Source: an optimization exercise on an open RTL-to-GDS flow (aim: small area and a short achievable clock period). Production flows keep margins and buffers that such runs may drop.
In this exercise RTL edits were held to simulation tests only and were not proved equivalent to the original.
The flow treats the clock pin as an ideal source. Dropping or thinning the clock tree relies on that and would not hold on a real chip.
No activity file was given, so power comes from the tool's default toggle rates.

== job 101 ==
Design ddr_port_mux, start of the top module:
module ddr_port_mux
(
	input  logic        afi_phy_clk,
	input  logic        rst,
	input  logic [31:0] wport0_addr,
	input  logic [31:0] wport0_data,
	input  logic [31:0] wport2_addr,
	input  logic [31:0] wport2_data,
	input  logic [1:0]  wport_req,
	output logic [1:0]  wport_ready,
	input  logic [31:0] rport1_addr,
	input  logic [31:0] rport3_addr,
	input  logic [1:0]  rport_req,
	output logic [1:0]  rport_ready,
	output logic [31:0] rport1_data,
	output logic [31:0] rport3_data,
	output logic [1:0]  rport_data_valid,
	input  logic        local_init_done,
	input  logic        local_ready,
	input  logic [31:0] local_rdata,
	input  logic        local_rdata_valid,
	output logic [31:0] local_address,
	output logic [31:0] local_wdata,
	output logic        local_write_req,
	output logic        local_read_req
);
	ddr_mux_pkg::ddr_addr_t [ddr_mux_pkg::num_ports/2-1:0] wport_addr;
	ddr_mux_pkg::ddr_data_t [ddr_mux_pkg::num_ports/2-1:0] wport_data;
	ddr_mux_pkg::ddr_addr_t [ddr_mux_pkg::num_ports/2-1:0] rport_addr;
	ddr_mux_pkg::ddr_data_t rport_data;
	assign wport_addr[0] = wport0_addr;
	assign wport_addr[1] = wport2_addr;
	assign wport_data[0] = wport0_data;
	assign wport_data[1] = wport2_data;
	assign rport_addr[0] = rport1_addr;
	assign rport_addr[1] = rport3_addr;
	assign rport1_data   = rport_data;
	assign rport3_data   = rport_data;
	mux_ddr_access mux_ddr_access_i (
		.rst               (rst),
  ...
clock: 8.0 ns
lec_check: 0
cap_margin: 20
core_margin: 2
core_utilization: 65
cts_cluster_diameter: 60
cts_cluster_size: 30
setup_slack_margin: 5
slew_margin: 20
standard.sh (not shown) runs the stock make flow with config.mk's settings and CLKGATE_MAP_FILE= SYNTH_SCRIPT=/design/flow/synth_recipe.tcl, a recipe that flattens the netlist after the stock synthesis.
==> flow/flow/run.sh <==
#!/bin/bash
# standard layout with a tighter setup margin for repair_timing, small port
# buffers, free resizing, smaller clock-tree leaf buffers, and the clock
# tree's root buffer dropped after CTS, before its timing repair
set -euo pipefail
export SKIP_CTS_REPAIR_TIMING=1
export POST_CTS_TCL=$PWD/flow/noroot.tcl
export CTS_ARGS="-sink_clustering_enable -sink_clustering_size 18 -sink_clustering_max_diameter 60 -repair_clock_nets -sink_clustering_buffer sky130_fd_sc_hd__clkbuf_8 -dont_use_dummy_load"
bash standard.sh SETUP_SLACK_MARGIN=5.4 "BUFFER_PORTS_ARGS=-buffer_cell sky130_fd_sc_hd__buf_1" MATCH_CELL_FOOTPRINT=0 SKIP_CTS_REPAIR_TIMING=1 POST_CTS_TCL=$PWD/flow/noroot.tcl "CTS_ARGS=$CTS_ARGS" finish > standard_flow.log 2>&1
==> flow/flow/noroot.tcl <==
set block [ord::get_db_block]
proc sink_iterms {net} {
  set l {}
  foreach it [$net getITerms] { if {[$it isInputSignal]} { lappend l $it } }
  return $l
}
set pnet [[$block findBTerm afi_phy_clk] getNet]
set roots [sink_iterms $pnet]
if {[llength $roots] == 1} {
  set root [[lindex $roots 0] getInst]
  set rnet [[$root findITerm X] getNet]
  set loads [sink_iterms $rnet]
  set ok [expr {[llength $loads] >= 1 && [llength $loads] <= 4}]
  foreach l $loads {
    if {![string match sky130_fd_sc_hd__clkbuf_* [[[$l getInst] getMaster] getName]]} { set ok 0 }
  }
  if {$ok} {
    puts "noroot: removing [$root getName], port now drives [llength $loads] buffers"
    [lindex $roots 0] disconnect
    foreach l $loads { $l disconnect; $l connect $pnet }
    [$root findITerm X] disconnect
    odb::dbInst_destroy $root
    odb::dbNet_destroy $rnet
  } else {
    puts "noroot: tree shape not as expected, left unchanged"
  }
}
estimate_parasitics -placement
repair_timing_helper
set result [catch { detailed_placement } msg]
if { $result != 0 } {
  error "Detailed placement failed after CTS repair: $msg"
}
check_placement -verbose
estimate_parasitics -placement
--- input diff job 101..job 102 ---
==> flow/flow/run.sh <==
#!/bin/bash
# standard layout with a tighter setup margin for repair_timing, small port
# buffers, free resizing, and the clock tree's root buffer dropped after CTS
set -euo pipefail
export POST_CTS_TCL=$PWD/flow/noroot.tcl
bash standard.sh SETUP_SLACK_MARGIN=5.4 "BUFFER_PORTS_ARGS=-buffer_cell sky130_fd_sc_hd__buf_1" MATCH_CELL_FOOTPRINT=0 POST_CTS_TCL=$PWD/flow/noroot.tcl finish > standard_flow.log 2>&1
diff --git a/flow/flow/noroot.tcl b/flow/flow/noroot.tcl
--- a/flow/flow/noroot.tcl
+++ b/flow/flow/noroot.tcl
@@ -29,7 +28,0 @@
-repair_timing_helper
-set result [catch { detailed_placement } msg]
-if { $result != 0 } {
-  error "Detailed placement failed after CTS repair: $msg"
-}
-check_placement -verbose
-estimate_parasitics -placement
--- outcome ---
Switching power share of the total: job 102 vs job 101 up 1.4 points
Against job 101, design area in job 102 came out worse.
Comparing job 101 and job 102, the higher multi-input combinational cell area is on job 102.

separate check: timing with driven ports:
Ports are ideal in the flow. The routed layouts listed here were re-timed in OpenROAD. Step 1 (the two cells are an assumption about what drives the block):
set clk [get_ports {afi_phy_clk}]
set_driving_cell -lib_cell sky130_fd_sc_hd__clkbuf_16 $clk
set_driving_cell -lib_cell sky130_fd_sc_hd__buf_2 [delete_from_list [all_inputs] $clk]
Step 2 moves the port delays by t, midway between the first and last clock arrival at a register: inputs arrive t later, outputs are due t later. That takes back most of the time a late clock gives input paths. a / b / c = ideal ports / drivers / drivers and shift; a / b = the first two.
run	shift t [ns]	setup slack, ns	pins driven straight from the clock port
job 101	0.520	5.370 / 5.243 / 4.958	4
job 102	0.558	5.341 / 5.213 / 4.924	4
After both steps every run listed still meets setup and hold. For job 102, which loses most, drivers alone change the setup slack by -0.128 ns; drivers and shift together by -0.417 ns.
